This design comes from an exercise in tuning for small area on the open sky130 flow, not from production work. In this exercise RTL edits were held to simulation tests only and were not proved equivalent to the original. No activity file was given, so power comes from the tool's default toggle rates.

==> design.v <==
package reg_file_pkg;
  localparam int RF_DATA_W = 32;
  localparam int RF_ADDR_W = 5;
  localparam int RF_NREGS  = 32;
  localparam logic [RF_ADDR_W-1:0] REG_ZERO = 5'd0;
endpackage
module rf_hold (
  input  logic en_i,
  input  logic en_ni,
  input  logic x_i,
  input  logic q_i,
  output logic d_o
);
  assign d_o = ~((en_ni | x_i) & (en_i | q_i));
endmodule
module rf_aoi222 (
  input  logic s0_i,
  input  logic d0_i,
  input  logic s1_i,
  input  logic d1_i,
  input  logic s2_i,
  input  logic d2_i,
  output logic y_no
);
  assign y_no = ~((s0_i & d0_i) | (s1_i & d1_i) | (s2_i & d2_i));
endmodule
module reg_file
#(
  parameter int DATA_W = reg_file_pkg::RF_DATA_W,
  parameter int ADDR_W = reg_file_pkg::RF_ADDR_W,
  parameter int NREGS  = reg_file_pkg::RF_NREGS
) (
  input  logic              clk,
  input  logic              reset,
  input  logic              wr_en,
  input  logic [ADDR_W-1:0] wr_addr,
  input  logic [DATA_W-1:0] wr_data,
  input  logic [ADDR_W-1:0] rs_addr,
  input  logic [ADDR_W-1:0] rt_addr,
  output logic [DATA_W-1:0] rs_data,
  output logic [DATA_W-1:0] rt_data
);
  localparam int NGRP = (NREGS - 1) / 3;
  logic [DATA_W-1:0] words [NREGS];
  logic [NREGS-1:1]  wr_sel;
  logic [NREGS-1:1]  valid_q;
  logic [NREGS-1:1]  rs_sel;
  logic [NREGS-1:1]  rt_sel;
  logic              phase_q;
  logic [DATA_W-1:0] wr_enc;
  logic [DATA_W-1:0] rs_raw;
  logic [DATA_W-1:0] rt_raw;
  logic              rs_flip;
  logic              rt_flip;
  always_comb begin
    wr_sel = '0;
    for (int i = 1; i < NREGS; i++) begin
      wr_sel[i] = wr_en && (wr_addr == ADDR_W'(i));
    end
  end
  always_ff @(posedge clk or posedge reset) begin
    if (reset) begin
      valid_q <= '0;
    end else begin
      valid_q <= valid_q | wr_sel;
    end
  end
  always_ff @(posedge clk or posedge reset) begin
    if (reset) begin
      phase_q <= 1'b0;
    end else begin
      phase_q <= ~phase_q;
    end
  end
  assign wr_enc = ~(wr_data ^ {DATA_W{phase_q}});
  assign words[0] = '0;
  for (genvar g = 1; g < NREGS; g++) begin : g_row
    logic [DATA_W-1:0] word_q;
    logic [DATA_W-1:0] word_d;
    logic              wr_sel_n;
    assign wr_sel_n = ~wr_sel[g];
    for (genvar b = 0; b < DATA_W; b++) begin : g_bit
      rf_hold u_hold (
        .en_i  (wr_sel[g]),
        .en_ni (wr_sel_n),
        .x_i   (wr_enc[b]),
        .q_i   (word_q[b]),
        .d_o   (word_d[b])
      );
    end
    always_ff @(posedge clk) begin
      word_q <= word_d;
    end
    assign words[g] = word_q;
  end
  always_comb begin
    for (int i = 1; i < NREGS; i++) begin
      rs_sel[i] = valid_q[i] && (rs_addr == ADDR_W'(i));
      rt_sel[i] = valid_q[i] && (rt_addr == ADDR_W'(i));
    end
  end
  for (genvar b = 0; b < DATA_W; b++) begin : g_bit
    logic [NGRP-1:0] rs_grp_n;
    logic [NGRP-1:0] rt_grp_n;
    logic            rs_rest;
    logic            rt_rest;
    for (genvar k = 0; k < NGRP; k++) begin : g_grp
      rf_aoi222 u_rs (
        .s0_i (rs_sel[3*k+1]), .d0_i (words[3*k+1][b]),
        .s1_i (rs_sel[3*k+2]), .d1_i (words[3*k+2][b]),
        .s2_i (rs_sel[3*k+3]), .d2_i (words[3*k+3][b]),
        .y_no (rs_grp_n[k])
      );
      rf_aoi222 u_rt (
        .s0_i (rt_sel[3*k+1]), .d0_i (words[3*k+1][b]),
        .s1_i (rt_sel[3*k+2]), .d1_i (words[3*k+2][b]),
        .s2_i (rt_sel[3*k+3]), .d2_i (words[3*k+3][b]),
        .y_no (rt_grp_n[k])
      );
    end
    always_comb begin
      rs_rest = 1'b0;
      rt_rest = 1'b0;
      for (int i = 3 * NGRP + 1; i < NREGS; i++) begin
        rs_rest = rs_rest | (rs_sel[i] & words[i][b]);
        rt_rest = rt_rest | (rt_sel[i] & words[i][b]);
      end
    end
    assign rs_raw[b] = rs_rest | ~&rs_grp_n;
    assign rt_raw[b] = rt_rest | ~&rt_grp_n;
  end
  assign rs_flip = (|rs_sel) & ~phase_q;
  assign rt_flip = (|rt_sel) & ~phase_q;
  assign rs_data = rs_raw ^ {DATA_W{rs_flip}};
  assign rt_data = rt_raw ^ {DATA_W{rt_flip}};
endmodule
==> flow/run.sh <==
#!/bin/bash
# The standard ORFS layout, with two changes:
#  - the buffers that the flow puts on every input and output port are the
#    smallest buffer cell (buf_1) instead of the cell buffer_ports picks by
#    default (clkdlybuf4s50_1); every port still gets its own buffer;
#  - before global placement, flow/upsize.tcl gives the drivers of high-fanout
#    nets a stronger drive strength, so that placement inserts fewer buffers.
# The make output goes to standard_flow.log here; ORFS keeps each step's log
# under orfs/logs/.
set -euo pipefail
here=$(pwd)
bash standard.sh "BUFFER_PORTS_ARGS=-buffer_cell sky130_fd_sc_hd__buf_1" \
  "PRE_GLOBAL_PLACE_TCL=$here/flow/upsize.tcl" finish > standard_flow.log 2>&1
==> flow/upsize.tcl <==
# Sourced before global placement (PRE_GLOBAL_PLACE_TCL). Gives the driver of
# every signal net with 12 or more loads a stronger drive strength of the same
# cell (drive 2, else drive 4), so that the placement-time repair needs fewer
# buffers on those nets. Only the drive strength changes; flip-flops and clock
# nets are left alone.
set block [ord::get_db_block]
set n_up 0
foreach net [$block getNets] {
  set st [$net getSigType]
  if {$st eq "POWER" || $st eq "GROUND" || $st eq "CLOCK"} continue
  set drv ""
  set nload 0
  foreach it [$net getITerms] {
    if {[$it isOutputSignal]} { set drv $it } elseif {[$it isInputSignal]} { incr nload }
  }
  if {$drv eq "" || $nload < 12} continue
  set inst [$drv getInst]
  set m [[$inst getMaster] getName]
  if {[string match "*df*" $m]} continue
  if {![regexp {^(sky130_fd_sc_hd__[a-z0-9]+)_(\d+)$} $m -> base sz]} continue
  foreach t {2 4} {
    if {$t <= $sz} continue
    set nm [[ord::get_db] findMaster ${base}_$t]
    if {$nm ne "NULL"} { $inst swapMaster $nm; incr n_up; break }
  }
}
puts "upsize.tcl: upsized $n_up high-fanout drivers"
==> standard.sh <==
#!/bin/bash
# synth_recipe.tcl (not shown) runs the flow's synth.tcl, then flattens the netlist and writes it again
# the make line also repeats each setting of config.mk as NAME=value (left out here)
make -C /OpenROAD-flow-scripts/flow DESIGN_CONFIG=/design/flow/config.mk WORK_HOME=/design/flow/orfs CLKGATE_MAP_FILE= SYNTH_SCRIPT=/design/flow/synth_recipe.tcl "${@:-finish}"
==> config.mk <==
export PLATFORM = sky130hd
export DESIGN_NAME = reg_file
export DESIGN_NICKNAME = reg_file
export VERILOG_FILES = /design/flow/design.v
export SDC_FILE = /design/flow/constraint.sdc
export NUM_CORES = 4
export LEC_CHECK = 0
export CAP_MARGIN = 20
export CORE_MARGIN = 2
export CORE_UTILIZATION = 58
export CTS_BUF_LIST = sky130_fd_sc_hd__clkbuf_16
export CTS_CLUSTER_DIAMETER = 90
export CTS_CLUSTER_SIZE = 28
export SLEW_MARGIN = 20
export SYNTH_HIERARCHICAL = 1
==> constraint.sdc <==
create_clock -name core_clock -period 7.0 [get_ports {clk}]
set_input_delay 1.4000 -clock core_clock [delete_from_list [all_inputs] [get_ports {clk}]]
set_output_delay 1.4000 -clock core_clock [all_outputs]
set_load 0.01 [all_outputs]
==> metrics.log, run 1 <==
[metrics] ys flop type: sky130_fd_sc_hd__dfxtp_1
[metrics] largest stage delay on the critical path: approximately 0.97 ns
[metrics] fraction of registers with async set/reset: 0.0313
[metrics] initial antenna violation count: 17
[metrics] CTS HTree Levels: 2
[metrics] number of buffers added by the clock tree synthesis step: between 40 and 50
[metrics] via count: approximately 40000
[metrics] Post-Synthesis Cells: 3277
[metrics] Detailed Place HPWL: about 110000 µm
[metrics] post-cts repair resize count: 0
[metrics] Setup Skew: 0.0315 ns
[metrics] final RePlAce weighted congestion: just over 1
[metrics] Die Area: about 0.066 mm²
[metrics] sequential fraction of the synthesis area: 0.554
[metrics] post-layout total power: 13.4 mW
[metrics] Setup WS post-layout: about 0.30 ns
[metrics] power per cell area: around 320 mW/mm²
[metrics] class of the worst hold path: reg2reg
[metrics] fmax: about 150 MHz
[metrics] Post-synth top cells: 992 x sky130_fd_sc_hd__dfxtp_1, 992 x sky130_fd_sc_hd__o22ai_1, 640 x sky130_fd_sc_hd__a222oi_1, 128 x sky130_fd_sc_hd__nand4_1, 102 x sky130_fd_sc_hd__nand2_1
[metrics] Pleak: between 10 and 15 nW
[metrics] status: complete, no violations
[metrics] clock latency on the worst-skew pair: roughly 0.67 ns
[metrics] residual overflow from global routing: 0
[metrics] global-route usage over all layers: 0.518
[metrics] TritonCTS clock tree: built
[metrics] slew at the pin with the worst max-slew slack: 1.25 ns
[metrics] arrival time at the worst endpoint: roughly 5.3 ns
[metrics] classification of the worst setup path: in2out
[metrics] total negative slack: 0 ns
[metrics] post-CTS setup buffer count: 0
[metrics] data required time at the worst endpoint: between 5 and 6 ns
[metrics] yosys synthesis warning count: 9
[metrics] number of detailed-routing iterations run before antenna repair: 17
[metrics] Cell Rows: a little over 90
[metrics] Yosys cell types: between 40 and 50
[metrics] remaining antenna violation count: 0
[metrics] mapped cell area: around 0.037 mm²
[metrics] startpoint types: input port
[metrics] floorplan die width: around 260 µm
[metrics] Clock transition at path regs: ~0.1 ns
[metrics] maximum number of pins on one net before global-route repair: 35
[metrics] worst supply voltage drop on vdd: around 0.28 mV
[metrics] Starting Density: 0.589
[metrics] worst max-slew margin expressed relative to the limit: 0.166
[metrics] Synth area leaders: sky130_fd_sc_hd__dfxtp_1 53%, sky130_fd_sc_hd__a222oi_1 17%, sky130_fd_sc_hd__o22ai_1 17%
[metrics] slowest CP cell: sky130_fd_sc_hd__a222oi_1
[metrics] count of clock tree sinks: just over 1000
[metrics] endpoint kind of the worst setup timing path: primary output
[metrics] total count of max-transition violations in the final report: 0
[metrics] worst slack on hold paths: roughly 0.48 ns
[metrics] portion of synthesized cell area occupied by the leading cell type: 0.532
[metrics] number of violations reported at the end of detailed-routing iteration 0: 12300
[metrics] number of instances on the worst hold path: 1
[metrics] syn_nets: between 3000 and 4000
[metrics] synthesized flop and latch total: around 1000
[metrics] worst setup slack after placement: ~0.68 ns
[metrics] clock root buffer master: sky130_fd_sc_hd__clkbuf_16
[metrics] number of cell instances on the worst register-to-register path: 4
[metrics] number of nets at the end of the flow: 3577
[metrics] Area growth, synth to finish: 10.8%
[metrics] number of remaining DRC errors: 0
[metrics] sequence of cells on the critical path: buf_1, and3b_1, and3_2, buf_4, a222oi_1, nand4_1, a2111oi_0, buf_4, xor2_1, buf_1
[metrics] share of layout cells above drive strength 1: 0.0965
[metrics] Hold Vio Cnt, Final: 0
[metrics] share of the clock period used by the worst path: 0.957
[metrics] first-pass GRT wire length: between 200000 and 300000 µm
[metrics] setup repair after global routing missed its margin: false
[metrics] routed length per placed instance: around 42 µm
[metrics] highest fanout seen on the critical path: 23
[metrics] Max-Cap Viols: 0
[metrics] Core Region: about 0.063 mm²
[metrics] Max clock buf depth: 3
[metrics] number of global-route vias before repair: roughly 38000
[metrics] average via count per standard cell: ~9
[metrics] count of input and output buffers: ~110
[metrics] sum of routed wire length over all layers: approximately 180000 µm
[metrics] I/O pin total: 114
[metrics] synthesized area per cell: ~11 µm²
[metrics] die boundary height: ~260 µm
[metrics] hold buffer count at CTS: 0
[metrics] cell taking the most area after synthesis: sky130_fd_sc_hd__dfxtp_1
[metrics] final setup violating endpoints: 0
[metrics] min cycle time layout: roughly 6.7 ns
[metrics] number of synthesized flops with an enable pin: 0
[where the power goes]
group | switching [mW] | leakage [nW] | internal, mW | total, mW
clock | 1.88 | 0.572 | 1.14 | 3.02
sequential | 1.19 | 8.88 | 7.25 | 8.44
combinational | 1.09 | 5.37 | 0.851 | 1.94
total | 4.16 | 14.8 | 9.24 | 13.4
[flip-flops by register name (all words and copies together) (netlist names)]
register,flops
g_row.word_q,992
valid_q,31
phase_q,1
[final cells by class]
class                           count  area (µm²)
Inverter                           33         124
Fill cell                        4996       22000
Clock inverter                      7        36.3
Tap cell                          846        1060
Multi-Input combinational cell   2191       16900
Clock buffer                       44        1100
Antenna cell                        8        20.0
Sequential cell                  1024       20700
Timing Repair Buffer              235        1460
[through the flow]
stage	util	std cells	area, µm²
6_report	0.653	4388	41300
5_1_grt	0.653	4382	41300
4_1_cts	0.650	4374	41200
3_5_place_dp	0.632	4323	40000
3_3_place_gp	0.632	4322	40000
2_1_floorplan	-	3277	37300
[worst max-delay path, delay by kind of cell]
| family | cells | cell delay, ns |
|---|---|---|
| buf+inv | 4 | 1.02 |
| compound gates | 2 | 1.62 |
| simple gates | 3 | 1.09 |
| xor+xnor | 1 | 0.14 |
[logic make-up after synthesis]
logic type	synth area share
AO/OA/AOI/OAI	0.356
XOR/XNOR	0.0225
buffers and inverters	0.00805
flip-flops	0.554
multiplexers	0.00181
AND/OR/NAND/NOR	0.0575
[layout by cell type, fill, tap and decap left out, types with 4 or more instances in the layout]
cell type	n
sky130_fd_sc_hd__o22ai_1	992
sky130_fd_sc_hd__dfxtp_1	992
sky130_fd_sc_hd__a222oi_1	640
sky130_fd_sc_hd__nand4_1	128
sky130_fd_sc_hd__buf_4	115
sky130_fd_sc_hd__buf_1	113
sky130_fd_sc_hd__nand2_1	71
sky130_fd_sc_hd__xor2_1	64
sky130_fd_sc_hd__a2111oi_0	57
sky130_fd_sc_hd__and3_2	52
sky130_fd_sc_hd__clkbuf_16	44
sky130_fd_sc_hd__inv_2	32
sky130_fd_sc_hd__nand2_2	31
sky130_fd_sc_hd__dfrtp_1	31
sky130_fd_sc_hd__nand2b_1	30
sky130_fd_sc_hd__xnor2_2	24
sky130_fd_sc_hd__nor2_1	15
sky130_fd_sc_hd__diode_2	8
sky130_fd_sc_hd__xnor2_4	8
sky130_fd_sc_hd__nor2b_1	7
sky130_fd_sc_hd__nor3b_1	7
sky130_fd_sc_hd__a2111oi_1	7
sky130_fd_sc_hd__buf_16	6
sky130_fd_sc_hd__nor3_1	5
sky130_fd_sc_hd__and3_1	5
sky130_fd_sc_hd__inv_1	5
sky130_fd_sc_hd__mux2_2	4
sky130_fd_sc_hd__a22oi_1	4
sky130_fd_sc_hd__nor4_1	4
sky130_fd_sc_hd__and3_4	4
sky130_fd_sc_hd__or2_2	4
[per-module statistics from Yosys, one instance, submodules excluded]
module | copies in the design | area [µm²] | flip-flops and latches | cells
rf_aoi222 | 640 | 10.0 | 0 | 1
rf_hold | 992 | 6.26 | 0 | 1
reg_file | 1 | 24700 | 1024 | 1645
[path summary, 6_finish.rpt]
kind	start	to	slack, ns
worst max-delay path	rt_addr[3]	rt_data[25]	0.30
worst min-delay path	g_row[31].word_q[22]	g_row[31].word_q[22]	0.48
worst max register to register	phase_q	g_row[18].word_q[18]	4.41
worst min register to register	g_row[31].word_q[22]	g_row[31].word_q[22]	0.48
max in group asynchronous	reset	phase_q	5.64
min in group asynchronous	reset	valid_q[24]	0.82
[per-layer routing]
metal  global-route usage  wire length [µm]
met1                0.648             59900
met2                0.713             71000
met3                0.234             34600
met4                0.350             16500
met5               0.0150               252
==> run 2, diff against run 1 <==
--- a/config.mk
+++ b/config.mk
@@ -7,9 +7,9 @@
 export LEC_CHECK = 0
 export CAP_MARGIN = 20
 export CORE_MARGIN = 2
-export CORE_UTILIZATION = 58
+export CORE_UTILIZATION = 52
 export CTS_BUF_LIST = sky130_fd_sc_hd__clkbuf_16
 export CTS_CLUSTER_DIAMETER = 90
-export CTS_CLUSTER_SIZE = 28
+export CTS_CLUSTER_SIZE = 30
 export SLEW_MARGIN = 20
 export SYNTH_HIERARCHICAL = 1
==> run 2 against run 1 <==
Against the previous run: still clean; register-to-register slack better by 0.35 ns; worst setup slack better by 0.21 ns; sequential power down 0.7%.
==> metrics.log, run 2 <==
[metrics] arrival time at the worst endpoint: 5.09 ns (was 5.30 ns)
[metrics] floorplan die width: 272 µm (was 258 µm)
[metrics] sequential fraction of the synthesis area: 0.554 (unchanged)
[metrics] Post-synth top cells: 992 x sky130_fd_sc_hd__dfxtp_1, 992 x sky130_fd_sc_hd__o22ai_1, 640 x sky130_fd_sc_hd__a222oi_1, 128 x sky130_fd_sc_hd__nand4_1, 102 x sky130_fd_sc_hd__nand2_1 (unchanged)
[metrics] Clock transition at path regs: 0.11 ns (was 0.10 ns)
[metrics] clock root buffer master: sky130_fd_sc_hd__clkbuf_16 (unchanged)
[metrics] min cycle time layout: 6.49 ns (was 6.70 ns)
[metrics] share of total power in the clock network: 0.229 (was 0.226)
[metrics] cell type with the highest occurrence count on the critical path: sky130_fd_sc_hd__buf_1
[metrics] post-cts repair resize count: 0 (unchanged)
[metrics] Setup Skew: 0.0314 ns (was 0.0315 ns)
[metrics] Hold Vio Cnt, Final: 0 (unchanged)
[metrics] global-route usage over all layers: 0.454 (was 0.518)
[metrics] data required time at the worst endpoint: 5.60 ns (about the same)
[metrics] class of the worst hold path: reg2reg (unchanged)
[metrics] register containing the most flip-flops in the final layout: g_row.word_q (unchanged)
[metrics] power per cell area: 323 mW/mm² (was 324 mW/mm²)
[metrics] remaining antenna violation count: 0 (unchanged)
[metrics] fmax: 154 MHz (was 149 MHz)
[metrics] Yosys cell types: 44 (unchanged)
[metrics] share of the clock period used by the worst path: 0.928 (was 0.957)
[metrics] post-layout total power: 13.3 mW (was 13.4 mW)
[metrics] synthesized area per cell: 11.4 µm² (unchanged)
[metrics] worst supply voltage drop on vdd: 0.313 mV (was 0.278 mV)
[metrics] Max clock buf depth: 3 (unchanged)
[metrics] yosys synthesis warning count: 9 (unchanged)
[metrics] syn_nets: 3327 (unchanged)
[metrics] post-detailed-placement cell area: 0.0401 mm² (was 0.0400 mm²)
[metrics] Power Internal: 9.26 mW (was 9.24 mW)
[metrics] switching share of power: 0.306 (was 0.310)
[metrics] worst max-slew margin expressed relative to the limit: 0.134 (was 0.166)
[metrics] Post-Synthesis Cells: 3277 (unchanged)
[metrics] biggest regs: g_row.word_q (992), valid_q (31), phase_q (1) (unchanged)
[metrics] highest routed layer: met4 (was met5)
[metrics] number of violations reported at the end of detailed-routing iteration 0: 10300 (was 12300)
[metrics] Detailed Place HPWL: 101000 µm (was 108000 µm)
[metrics] length of routed met3 wiring: 27500 µm (was 34600 µm)
[metrics] number of global-route vias before repair: 37500 (was 37600)
[metrics] number of synthesized flops with an enable pin: 0 (unchanged)
[metrics] post-CTS setup buffer count: 0 (unchanged)
[metrics] CTS HTree Levels: 2 (unchanged)
[metrics] number of detailed-routing iterations run before antenna repair: 15 (was 17)
[metrics] ys flop type: sky130_fd_sc_hd__dfxtp_1 (unchanged)
[metrics] largest stage delay on the critical path: 1.16 ns (was 0.97 ns)
[metrics] TritonCTS clock tree: built (unchanged)
[metrics] Die Area: 0.0739 mm² (was 0.0664 mm²)
[metrics] hold buffer count at CTS: 0 (unchanged)
[metrics] mapped cell area: 0.0373 mm² (unchanged)
[metrics] residual overflow from global routing: 0 (unchanged)
[metrics] met2 WL post-DR: 73600 µm (was 71000 µm)
[metrics] Final Cell Area: 0.0413 mm² (about the same)
[metrics] synthesized flop and latch total: 1024 (unchanged)
[metrics] count of input and output buffers: 113 (unchanged)
[metrics] portion of synthesized cell area occupied by the leading cell type: 0.532 (unchanged)
[metrics] share of layout cells above drive strength 1: 0.0973 (was 0.0965)
[metrics] first-pass GRT wire length: 252000 µm (was 257000 µm)
[metrics] final setup violating endpoints: 0 (unchanged)
[metrics] highest fanout seen on the critical path: 32 (was 23)
[metrics] clock latency on the worst-skew pair: 0.65 ns (was 0.67 ns)
[metrics] initial antenna violation count: 3 (was 17)
[metrics] number of buffers added by the clock tree synthesis step: 42 (unchanged)
[metrics] status: complete, no violations (unchanged)
[metrics] net load switching power: 4.09 mW (was 4.16 mW)
[metrics] slew at the pin with the worst max-slew slack: 1.30 ns (was 1.25 ns)
[metrics] final RePlAce weighted congestion: 0.997 (was 1.04)
[metrics] count of clock tree sinks: 1024 (unchanged)
[metrics] number of nets at the end of the flow: 3572 (was 3577)
[metrics] endpoint kind of the worst setup timing path: primary output (unchanged)
[metrics] critical path launch point: rt_addr[1] (was rt_addr[3])
[metrics] maximum number of pins on one net before global-route repair: 36 (was 35)
[metrics] Cell Rows: 98 (was 92)
[metrics] final core utilization: 0.580 (was 0.653)
[metrics] reg-to-reg critical path startpoint: phase_q (unchanged)
[metrics] Core Region: 0.0712 mm² (was 0.0633 mm²)
[metrics] average via count per standard cell: 8.74 (was 9.23)
[metrics] Synth area leaders: sky130_fd_sc_hd__dfxtp_1 53%, sky130_fd_sc_hd__a222oi_1 17%, sky130_fd_sc_hd__o22ai_1 17% (unchanged)
[metrics] classification of the worst setup path: in2out (unchanged)
[metrics] startpoint types: input port (unchanged)
[metrics] max reg flops: 992 (unchanged)
[metrics] total negative slack: 0 ns (unchanged)
[metrics] via count: 39200 (was 40500)
[metrics] sum of routed wire length over all layers: 177000 µm (was 182000 µm)
[metrics] total count of max-transition violations in the final report: 0 (unchanged)
[metrics] wire length on met1: 62200 µm (was 59900 µm)
[metrics] fraction of registers with async set/reset: 0.0313 (unchanged)
[metrics] die boundary height: 272 µm (was 258 µm)
[metrics] I/O pin total: 114 (unchanged)
[metrics] Comb power frac: 0.143 (was 0.145)
[metrics] power share of the sequential group: 0.628 (was 0.630)
[metrics] Starting Density: 0.524 (was 0.589)
[metrics] Min-Delay Startpoint: g_row[31].word_q[0] (was g_row[31].word_q[22])
[metrics] setup repair after global routing missed its margin: false (unchanged)
[metrics] cell taking the most area after synthesis: sky130_fd_sc_hd__dfxtp_1 (unchanged)
[metrics] sequence of cells on the critical path: buf_1, nor2b_1, and3_2, a222oi_1, nand4_1, a2111oi_1, xor2_1, buf_1 (was buf_1, and3b_1, and3_2, buf_4, a222oi_1, nand4_1, a2111oi_0, buf_4, xor2_1, buf_1)
[metrics] Pleak: 14.8 nW (about the same)
[metrics] leading cell types in the layout, fill and taps excluded: 992 x sky130_fd_sc_hd__o22ai_1, 992 x sky130_fd_sc_hd__dfxtp_1, 640 x sky130_fd_sc_hd__a222oi_1 (unchanged)
[metrics] routed length per placed instance: 39.4 µm (was 41.6 µm)
[metrics] number of remaining DRC errors: 0 (unchanged)
[metrics] slowest CP cell: sky130_fd_sc_hd__a2111oi_1 (was sky130_fd_sc_hd__a222oi_1)
[metrics] Area growth, synth to finish: 10.7% (was 10.8%)
[metrics] Max-Cap Viols: 0 (unchanged)
==> run 2: per-stage QoR <==
| stage | hold WS (ns) | worst slack (ns) | cells |
|---|---|---|---|
| after floorplan | 0.438 | 1.09 | 3277 |
| after detailed placement | 0.458 | 0.785 | 4428 |
| final | 0.480 | 0.507 | 4488 |
| after global routing | 0.490 | 0.559 | 4487 |
| after CTS | 0.479 | 0.765 | 4484 |
| after global placement | 0.447 | 0.900 | 4428 |
==> run 2: layout make-up <==
cell class | instances | area (µm²)
Multi-Input combinational cell | 2191 | 16800
Fill cell | 6033 | 29900
Sequential cell | 1024 | 20700
Tap cell | 950 | 1190
Timing Repair Buffer | 230 | 1320
Clock inverter | 13 | 130
Inverter | 33 | 124
Clock buffer | 43 | 1080
Antenna cell | 4 | 10.0
==> run 2: power groups by stage <==
stage / clock, mW / sequential, mW / combinational, mW
5_1_grt: 3.25 / 8.52 / 2.00
6_report: 3.06 / 8.38 / 1.90
2_1_floorplan: 0 / 8.13 / 1.19
3_3_place_gp: 0 / 8.33 / 1.73
3_5_place_dp: 0 / 8.41 / 1.82
4_1_cts: 3.06 / 8.31 / 1.81
==> run 2: per-layer routing <==
layer / vias up / GRT usage
li1: 15600 / -
met1: 18900 / 0.587
met2: 3891 / 0.652
met3: 810 / 0.142
met4: 0 / 0.306
met5: - / 0
==> run 2: path summary, 6_finish.rpt <==
kind                                  endpoint  slack (ns)  cells after the start
max                                rt_data[14]        0.51                      8
min                        g_row[31].word_q[0]        0.48                      1
max reg2reg                g_row[9].word_q[30]        4.76                      3
min reg2reg                g_row[31].word_q[0]        0.48                      1
max in group asynchronous              phase_q        5.52                      2
min in group asynchronous           valid_q[5]        0.90                      2
==> run 2: critical path: cells and delay by family <==
kind	cells	cell delay [ns]
simple gates	3	1.48
compound gates	2	1.65
xor+xnor	1	0.20
buf+inv	2	0.31
==> run 2: logic make-up after synthesis <==
| group | after synthesis | share of synthesized area |
|---|---|---|
| mux | 5 | 0.00181 |
| compound gates | 1709 | 0.356 |
| simple gates | 381 | 0.0575 |
| flops | 1024 | 0.554 |
| xor+xnor | 96 | 0.0225 |
| buf+inv | 62 | 0.00805 |
==> run 2: Yosys stat by module, one instance, submodules excluded <==
| module | cells inside | copies in the design | flops+latches |
|---|---|---|---|
| rf_hold | 1 | 992 | 0 |
| rf_aoi222 | 1 | 640 | 0 |
| reg_file | 1645 | 1 | 1024 |

-- separate check: timing with driven ports --
No port has a modelled driver above. Below, the same layouts with a new extraction and two added sets of constraints.
Step 1 (the two cells are an assumption about what drives the block):
set clk [get_ports {clk}]
set_driving_cell -lib_cell sky130_fd_sc_hd__clkbuf_16 $clk
set_driving_cell -lib_cell sky130_fd_sc_hd__buf_2 [delete_from_list [all_inputs] $clk]
Step 2 moves the port delays by t, midway between the first and last clock arrival at a register: inputs arrive t later, outputs are due t later. That takes back most of the time a late clock gives input paths.
Three values: ideal, step 1, step 2; two values: the first two.
| run | t (ns) | setup slack, ns | worst setup path after step 2 | slew at the worst register clock pin (ns) | cell pins on the clock port's net |
|---|---|---|---|---|---|
| run 1 | 0.718 | 0.299 / 0.264 / 0.264 | input to output | 0.12 / 0.12 | 1 |
| run 2 | 0.691 | 0.507 / 0.483 / 0.483 | input to output | 0.12 / 0.12 | 1 |
After both steps every run listed still meets setup and hold. The setup slack of run 1, which loses most, moves by -0.035 ns with the drivers and by -0.035 ns with both steps.
